This is an optimization exercise on Yosys and OpenROAD, whose aim is small area, a short achievable clock period and few clock cycles per item, not a production implementation.
Only simulation tests tie the RTL to the original design; equivalence was not proved.
No activity file was given, so power comes from the tool's default toggle rates.

==> flow/design.v (excerpt) <==
module conv_engine (
  input  logic                 clock,
  input  logic                 reset,
  input  conv_pkg::pixel_t     pixel_in,
  input  logic                 pixel_strobe,
  input  conv_pkg::weight_t    weight_in,
  input  conv_pkg::tap_index_t weight_addr,
  input  logic                 weight_strobe,
  input  conv_pkg::result_t    bias_in,
  input  logic                 relu_enable,
  output conv_pkg::result_t    result_out,
  output logic                 result_valid,
  output logic                 overflow
);
Size: ~59 I/O pins.
export LEC_CHECK = 0
export ABC_AREA = 1
export CAP_MARGIN = 20
export CORE_MARGIN = 2
export CORE_UTILIZATION = 30
export CTS_CLUSTER_DIAMETER = 80
export CTS_CLUSTER_SIZE = 30
export SETUP_SLACK_MARGIN = 3.2
export SLEW_MARGIN = 20
export TNS_END_PERCENT = 20
create_clock -name core_clock -period 5.5 [get_ports {clock}]
standard.sh (not shown) runs the stock make flow with config.mk's settings and CLKGATE_MAP_FILE= SYNTH_SCRIPT=/design/flow/synth_recipe.tcl, a recipe that flattens the netlist after the stock synthesis.
==> flow/flow/run.sh <==
#!/bin/bash
# Standard layout, with one netlist clean-up between synthesis and floorplan:
# fixinv.py removes inverters between full adders by choosing each adder's
# polarity (registers and all other cells are kept as synthesized).
set -euo pipefail
work=$PWD
res=$work/orfs/results/$FLOW_PLATFORM/conv_engine/base

bash standard.sh synth > synth.log 2>&1
python3 flow/fixinv.py "$res/1_2_yosys.v" "$work/1_2_yosys.fixinv.v" > fixinv.log 2>&1
cp "$work/1_2_yosys.fixinv.v" "$res/1_2_yosys.v"
rm -f "$res/1_synth.odb" "$res/1_synth.sdc"
bash standard.sh finish > layout.log 2>&1
Other scripts of this flow, unchanged in this note and not shown: flow/flow/fixinv.py
The starting point produced a clean layout.
Testbench counts at the start, summed over its fixed seeds: cycles 16,416, results 16,240.
Change:
Settings changed: CORE_UTILIZATION 30 to 45, CTS_CLUSTER_DIAMETER 80 to default, CTS_CLUSTER_SIZE 30 to default.
Effect:
- global-route usage is higher by 8.6 points
- via count is higher by 4.8%
- final cell count is lower by 9.2%
- total power is higher by 8.0%
- worst setup slack is better by 0.096 ns
- non-clock buffer count is higher by 59
- die area is lower by 33%
- design area is higher by 2.6%
- clock-buffer cell count is higher by 40
- critical path depth is unchanged
Change:
--- a/flow/flow/run.sh
+++ b/flow/flow/run.sh
@@ -11,3 +11,5 @@
 cp "$work/1_2_yosys.fixinv.v" "$res/1_2_yosys.v"
 rm -f "$res/1_synth.odb" "$res/1_synth.sdc"
-bash standard.sh finish > layout.log 2>&1
+# clock tree without dummy loads
+# ports buffered with plain buffers (the default pick is a delay cell)
+bash standard.sh CTS_ARGS="-sink_clustering_enable -repair_clock_nets -dont_use_dummy_load" BUFFER_PORTS_ARGS="-buffer_cell sky130_fd_sc_hd__buf_2" finish > layout.log 2>&1
Settings changed: CORE_UTILIZATION 45 to 30.
The changed run passed the timing, DRC and antenna checks.
Final cell count rises by 12%.
Sequential power barely changes.
Design area came out lower by 1.2%.
Hold slack hardly moves.
Synthesized cell count does not change.
Die area climbs by 49%.
Change:
--- a/flow/flow/run.sh
+++ b/flow/flow/run.sh
@@ -11,5 +11,4 @@
 cp "$work/1_2_yosys.fixinv.v" "$res/1_2_yosys.v"
 rm -f "$res/1_synth.odb" "$res/1_synth.sdc"
-# clock tree without dummy loads
-# ports buffered with plain buffers (the default pick is a delay cell)
-bash standard.sh CTS_ARGS="-sink_clustering_enable -repair_clock_nets -dont_use_dummy_load" BUFFER_PORTS_ARGS="-buffer_cell sky130_fd_sc_hd__buf_2" finish > layout.log 2>&1
+# clock tree without dummy loads, in clusters of up to 20 sinks
+bash standard.sh CTS_ARGS="-sink_clustering_enable -repair_clock_nets -dont_use_dummy_load -sink_clustering_size 20 -sink_clustering_max_diameter 60" finish > layout.log 2>&1
What happened: First-iteration DRC count drops by 8.4%; setup slack gets worse by 0.11 ns; clock power decreases by 12%; utilization went down by 0.33 points; total power goes down by 3.6%; via count falls by 2.6%; final cell count is lower by 1.2%; count of clock-buffer cells in the layout came out lower by 11; fmax goes down by 4.4%; synthesized area stays the same; hold slack gains 0.0041 ns.

---

conv_engine again, from the RTL that the note above started with.
==> flow/config.mk <==
export PLATFORM = sky130hd
export DESIGN_NAME = conv_engine
export DESIGN_NICKNAME = conv_engine
export VERILOG_FILES = /design/flow/design.v
export SDC_FILE = /design/flow/constraint.sdc
export NUM_CORES = 4
export LEC_CHECK = 0
export ABC_AREA = 1
export CAP_MARGIN = 20
export CORE_MARGIN = 2
export CORE_UTILIZATION = 30
export SETUP_SLACK_MARGIN = 3.2
export SLEW_MARGIN = 20
export TNS_END_PERCENT = 20
==> flow/constraint.sdc <==
create_clock -name core_clock -period 5.5 [get_ports {clock}]
set_input_delay 1.1000 -clock core_clock [delete_from_list [all_inputs] [get_ports {clock}]]
set_output_delay 1.1000 -clock core_clock [all_outputs]
set_load 0.01 [all_outputs]
==> flow/flow/run.sh <==
#!/bin/bash
# Standard layout, with one netlist clean-up between synthesis and floorplan:
# fixinv.py removes inverters between full adders by choosing each adder's
# polarity (registers and all other cells are kept as synthesized).
set -euo pipefail
work=$PWD
res=$work/orfs/results/$FLOW_PLATFORM/conv_engine/base

bash standard.sh synth > synth.log 2>&1
python3 flow/fixinv.py "$res/1_2_yosys.v" "$work/1_2_yosys.fixinv.v" > fixinv.log 2>&1
cp "$work/1_2_yosys.fixinv.v" "$res/1_2_yosys.v"
rm -f "$res/1_synth.odb" "$res/1_synth.sdc"
# clock tree without dummy loads
bash standard.sh CTS_ARGS="-sink_clustering_enable -repair_clock_nets -dont_use_dummy_load" finish > layout.log 2>&1
Other scripts of this flow, unchanged in this note and not shown: flow/flow/fixinv.py
The baseline went through all stages and came out clean.
Testbench counts at the start, summed over its fixed seeds: cycles 16,416, results 16,240.
Next try:
--- a/flow/flow/run.sh
+++ b/flow/flow/run.sh
@@ -11,4 +11,3 @@
 cp "$work/1_2_yosys.fixinv.v" "$res/1_2_yosys.v"
 rm -f "$res/1_synth.odb" "$res/1_synth.sdc"
-# clock tree without dummy loads
-bash standard.sh CTS_ARGS="-sink_clustering_enable -repair_clock_nets -dont_use_dummy_load" finish > layout.log 2>&1
+bash standard.sh finish > layout.log 2>&1
- SETUP_SLACK_MARGIN: 3.2 -> 3.35
- TNS_END_PERCENT: 20 -> 50
- The new run ran to the end with no violations
- first-iteration DRC count fell by about 6.4%
- cell area went up by about 13%
- critical path depth is higher by 2
- worst setup slack improves by 53 ps

---

## red
Another version of the RTL of conv_engine (not shown whole).
Size: about 2,100 cells after synthesis, roughly 28,000 µm² of cells after synthesis.
Settings: LEC_CHECK=0, ABC_AREA=1, CAP_MARGIN=20, CORE_MARGIN=2, CORE_UTILIZATION=30, GPL_ROUTABILITY_DRIVEN=0, PLACE_DENSITY=0.75, SETUP_SLACK_MARGIN=3.2, SLEW_MARGIN=20, TNS_END_PERCENT=5; clock period 5.5 ns.
==> flow/flow/run.sh <==
#!/bin/bash
# Standard layout, with one netlist clean-up between synthesis and floorplan:
# fixinv.py removes inverters around full adders and xor gates by choosing
# each one's polarity (registers and all other cells are kept as synthesized).
# Yosys then proves the cleaned netlist equivalent to the synthesized one; if
# that proof fails, the synthesized netlist is laid out unchanged.
set -euo pipefail
work=$PWD
res=$work/orfs/results/$FLOW_PLATFORM/conv_engine/base
lib=$FLOW_HOME/platforms/$FLOW_PLATFORM/lib/sky130_fd_sc_hd__tt_025C_1v80.lib
yosys=$(command -v yosys || echo "$FLOW_HOME/../tools/install/yosys/bin/yosys")

bash standard.sh synth > synth.log 2>&1
cp "$res/1_2_yosys.v" "$work/1_2_yosys.synth.v"
python3 flow/fixinv.py "$work/1_2_yosys.synth.v" "$work/1_2_yosys.fixinv.v" > fixinv.log 2>&1

cat > eqcheck.ys <<EOT
read_liberty -ignore_miss_func $lib
read_verilog $work/1_2_yosys.synth.v
rename $FLOW_TOP gold
read_verilog $work/1_2_yosys.fixinv.v
rename $FLOW_TOP gate
flatten gold gate
opt_clean
rename -hide gold/w:_* gate/w:_*
rename -hide gold/w:*.A gold/w:*.B gold/w:*.CIN gold/w:*.SUM gold/w:*.COUT gold/w:*.Y gold/w:*.X
rename -hide gate/w:*.A gate/w:*.B gate/w:*.CIN gate/w:*.SUM gate/w:*.COUT gate/w:*.Y gate/w:*.X
rename -hide gold/w:mult_adder_inst.s* gold/w:mult_adder_inst.c* gold/w:mult_adder_inst.pp*
rename -hide gate/w:mult_adder_inst.s* gate/w:mult_adder_inst.c* gate/w:mult_adder_inst.pp*
async2sync
equiv_make gold gate eq
hierarchy -top eq
equiv_simple
equiv_status -assert
EOT
if "$yosys" -l eqcheck.log eqcheck.ys > /dev/null 2>&1; then
  cp "$work/1_2_yosys.fixinv.v" "$res/1_2_yosys.v"
  rm -f "$res/1_synth.odb" "$res/1_synth.sdc"
  echo "fixinv: equivalence proven, cleaned netlist used" >> fixinv.log
else
  echo "fixinv: equivalence not proven, synthesized netlist kept" >> fixinv.log
fi

# clock tree without dummy loads, ports buffered with plain buffers (the
# default pick is a delay cell)
bash standard.sh CTS_ARGS="-sink_clustering_enable -repair_clock_nets -dont_use_dummy_load -buf_list sky130_fd_sc_hd__clkbuf_8" BUFFER_PORTS_ARGS="-buffer_cell sky130_fd_sc_hd__buf_2" finish > layout.log 2>&1
Other scripts of this flow, unchanged in this note and not shown: flow/flow/fixinv.py
Testbench counts of red, summed over its fixed seeds: cycles 16,416, results 16,240.
--- input diff red..blue ---
# red
export LEC_CHECK = 0
export ABC_AREA = 1
export CAP_MARGIN = 20
export CORE_MARGIN = 2
export CORE_UTILIZATION = 30
export GPL_ROUTABILITY_DRIVEN = 0
export PLACE_DENSITY = 0.75
export SETUP_SLACK_MARGIN = 3.2
export SLEW_MARGIN = 20
export TNS_END_PERCENT = 5
create_clock -name core_clock -period 5.5 [get_ports {clock}]
# blue
export LEC_CHECK = 0
export ABC_AREA = 1
export CAP_MARGIN = 20
export CORE_MARGIN = 2
export CORE_UTILIZATION = 30
export PLACE_DENSITY = 0.75
export SETUP_SLACK_MARGIN = 3.2
export SLEW_MARGIN = 20
export TNS_END_PERCENT = 5
create_clock -name core_clock -period 5.5 [get_ports {clock}]
--- outcome ---
- Comparing red and blue, number of clock buffers in the layout is higher on red.
- Comparing blue with red, the starting utilization of the core area came out essentially unchanged.
- Going from red to blue, floorplan die height flat; maximum vdd ir drop -0.000083 V.
- On sequential share of layout area, red and blue are neck and neck.
- [blue] combinational share of power rose 0.7 points relative to red
- The setup slack of blue and that of red are within noise of each other.
- blue vs. red: standard cell area after detailed placement neither gained nor lost much; combined global-route utilization of all metal layers picked up an extra 0.41 points; top achievable clock speed neither gained nor lost much.
- In blue, met3 wire length is lower than in red.
What green does differently from blue at the input level:
# blue
export LEC_CHECK = 0
export ABC_AREA = 1
export CAP_MARGIN = 20
export CORE_MARGIN = 2
export CORE_UTILIZATION = 30
export PLACE_DENSITY = 0.75
export SETUP_SLACK_MARGIN = 3.2
export SLEW_MARGIN = 20
export TNS_END_PERCENT = 5
create_clock -name core_clock -period 5.5 [get_ports {clock}]
# green
export LEC_CHECK = 0
export ABC_AREA = 1
export CAP_MARGIN = 20
export CORE_MARGIN = 2
export CORE_UTILIZATION = 30
export SETUP_SLACK_MARGIN = 3.2
export SLEW_MARGIN = 20
export TNS_END_PERCENT = 5
create_clock -name core_clock -period 5.5 [get_ports {clock}]
Results
The higher utilization of blue and green is in green.
green | stages: all done | timing, DRC, antenna: all pass
Re worst reg-to-reg path cell count: no difference whatsoever between green and blue.
Route | green vs blue | wire longer in green
green vs blue: routing usage on met3 down
Taking green as 1.0, blue lands at 0.57 on number of buffers other than clock buffers in the final layout.
When green is measured against blue, its period utilization turns out 0.93 points lower.
Looking at clock-buffer cell count, green sits about 5.4% higher than blue does.
| sequential cell count | green vs blue | ≈ equal |
Side by side, global-route wire length before repair turned out higher in green than in blue.
Input-level comparison between orange and green:
# green
export LEC_CHECK = 0
export ABC_AREA = 1
export CAP_MARGIN = 20
export CORE_MARGIN = 2
export CORE_UTILIZATION = 30
export SETUP_SLACK_MARGIN = 3.2
export SLEW_MARGIN = 20
export TNS_END_PERCENT = 5
create_clock -name core_clock -period 5.5 [get_ports {clock}]
# orange
export LEC_CHECK = 0
export ABC_AREA = 1
export CAP_MARGIN = 20
export CORE_MARGIN = 2
export CORE_UTILIZATION = 30
export PLACE_DENSITY = 0.75
export SETUP_SLACK_MARGIN = 3.25
export SLEW_MARGIN = 20
export TNS_END_PERCENT = 5
create_clock -name core_clock -period 5.5 [get_ports {clock}]
Notes after the runs:
Sequential share of cell area across orange and green: no real change. From green to orange the numbers moved as follows: summed area of non-filler cells in the final layout stayed essentially flat, placed instance count barely changed, worst hold margin went up by 5.1 ps, number of buffers other than clock buffers in the final layout now larger. Diff green..orange | area of the core | unchanged.
Edits applied to the flow inputs when going from orange to purple:
# orange
export LEC_CHECK = 0
export ABC_AREA = 1
export CAP_MARGIN = 20
export CORE_MARGIN = 2
export CORE_UTILIZATION = 30
export PLACE_DENSITY = 0.75
export SETUP_SLACK_MARGIN = 3.25
export SLEW_MARGIN = 20
export TNS_END_PERCENT = 5
create_clock -name core_clock -period 5.5 [get_ports {clock}]
# purple
export LEC_CHECK = 0
export ABC_AREA = 1
export CAP_MARGIN = 20
export CORE_MARGIN = 2
export CORE_UTILIZATION = 30
export PLACE_DENSITY = 0.75
export SETUP_SLACK_MARGIN = 3.2
export SLEW_MARGIN = 20
export TNS_END_PERCENT = 10
create_clock -name core_clock -period 5.5 [get_ports {clock}]
==> run notes <==
Result for orange and purple: all clean
Start point of the critical path: conv_result_inst.overflow -> orange, kernel_loader_inst.enc[18] -> purple
Between purple and orange, it is purple whose fraction of power consumed by combinational cells is lower, by 0.7 points.
Lower setup slack among orange and purple: purple
Diff orange -> purple | total number of vias | decrease of 353
| count of plain and timing-repair buffers in the layout | lower: purple |
Maximum ir drop on the vdd rail of purple is on par with orange.

---

## harbor
conv_engine again, from the RTL that the note above started with.
clock: 5.5 ns
lec_check: 0
abc_area: 1
cap_margin: 20
core_margin: 2
core_utilization: 30
setup_slack_margin: 3.2
slew_margin: 20
tns_end_percent: 20
==> flow/flow/run.sh <==
#!/bin/bash
# Standard layout, with one netlist clean-up between synthesis and floorplan:
# fixinv.py removes inverters between full adders by choosing each adder's
# polarity (registers and all other cells are kept as synthesized).
set -euo pipefail
work=$PWD
res=$work/orfs/results/$FLOW_PLATFORM/conv_engine/base

bash standard.sh synth > synth.log 2>&1
python3 flow/fixinv.py "$res/1_2_yosys.v" "$work/1_2_yosys.fixinv.v" > fixinv.log 2>&1
cp "$work/1_2_yosys.fixinv.v" "$res/1_2_yosys.v"
rm -f "$res/1_synth.odb" "$res/1_synth.sdc"
# clock tree without dummy loads
# ports buffered with plain buffers (the default pick is a delay cell)
bash standard.sh CTS_ARGS="-sink_clustering_enable -repair_clock_nets -dont_use_dummy_load -buf_list sky130_fd_sc_hd__clkbuf_8" BUFFER_PORTS_ARGS="-buffer_cell sky130_fd_sc_hd__buf_2" finish > layout.log 2>&1
Other scripts of this flow, unchanged in this note and not shown: flow/flow/fixinv.py
Testbench counts of harbor, summed over its fixed seeds: cycles 16,416, results 16,240.
Inputs modified between harbor and amber:
# harbor
export LEC_CHECK = 0
export ABC_AREA = 1
export CAP_MARGIN = 20
export CORE_MARGIN = 2
export CORE_UTILIZATION = 30
export SETUP_SLACK_MARGIN = 3.2
export SLEW_MARGIN = 20
export TNS_END_PERCENT = 20
create_clock -name core_clock -period 5.5 [get_ports {clock}]
# amber
export LEC_CHECK = 0
export ABC_AREA = 1
export CAP_MARGIN = 20
export CORE_MARGIN = 2
export CORE_UTILIZATION = 30
export SETUP_SLACK_MARGIN = 3.2
export SLEW_MARGIN = 20
export TNS_END_PERCENT = 10
create_clock -name core_clock -period 5.5 [get_ports {clock}]
### Flow results
Taking harbor as the reference, in amber synthesized cell count now sits at about the same level, cell count decreased about 0.75%. As far as post-route minimum period is concerned, amber and harbor perform about the same. [amber] met2 layer wire length in the routed design fell 480 um relative to harbor. Against harbor, amber comes in 50 ps lower on required time of the worst setup path. amber and harbor ended up with nearly the same final period utilization. Looking at combinational share of power, amber sits 0.2 points below harbor.

[what the ideal ports hide]
In the flow no input, the clock included, has a driving cell. The finished layouts below were timed again as built, in two steps. Step 1, drivers: a clkbuf_16 drives clock and a buf_2 each remaining input, both assumed. Step 2, shift: input delay + t, output delay - t, t = (earliest + latest rising clock arrival at the registers) / 2. This alone moves slack from input paths to output paths. Three values: ideal, step 1, step 2; two values: the first two.
| run | t, ns | slack for setup (ns) | worst hold slack (ns) | worst slew at a driven data input, ns |
|---|---|---|---|---|
| the first run of note 1 | 0.647 | 3.011 / 3.011 / 3.011 | 0.337 / 0.337 / 0.337 | 0.04 |
| the second run of note 1 | 0.688 | 3.107 / 3.107 / 3.107 | 0.328 / 0.328 / 0.328 | 0.05 |
| the third run of note 1 | 0.665 | 3.142 / 3.142 / 3.142 | 0.327 / 0.327 / 0.327 | 0.05 |
| the fourth run of note 1 | 0.639 | 3.034 / 2.970 / 3.050 | 0.331 / 0.331 / 0.331 | 0.04 |
| the first run of note 2 | 0.663 | 3.146 / 3.146 / 3.146 | 0.328 / 0.328 / 0.328 | 0.04 |
| the second run of note 2 | 0.693 | 3.199 / 3.199 / 3.199 | 0.330 / 0.330 / 0.330 | 0.04 |
| red | 0.723 | 3.095 / 3.037 / 3.140 | 0.322 / 0.322 / 0.322 | 0.08 |
| blue | 0.717 | 3.098 / 3.042 / 3.116 | 0.326 / 0.326 / 0.326 | 0.07 |
| green | 0.738 | 3.149 / 3.149 / 3.149 | 0.321 / 0.321 / 0.321 | 0.05 |
| orange | 0.719 | 3.109 / 3.054 / 3.119 | 0.326 / 0.326 / 0.326 | 0.07 |
| purple | 0.719 | 3.083 / 3.050 / 3.083 | 0.326 / 0.326 / 0.326 | 0.07 |
| harbor | 0.733 | 3.151 / 3.148 / 3.151 | 0.317 / 0.317 / 0.317 | 0.06 |
| amber | 0.731 | 3.149 / 3.149 / 3.149 | 0.318 / 0.318 / 0.318 | 0.06 |
After both steps setup and hold are still met in every run listed.
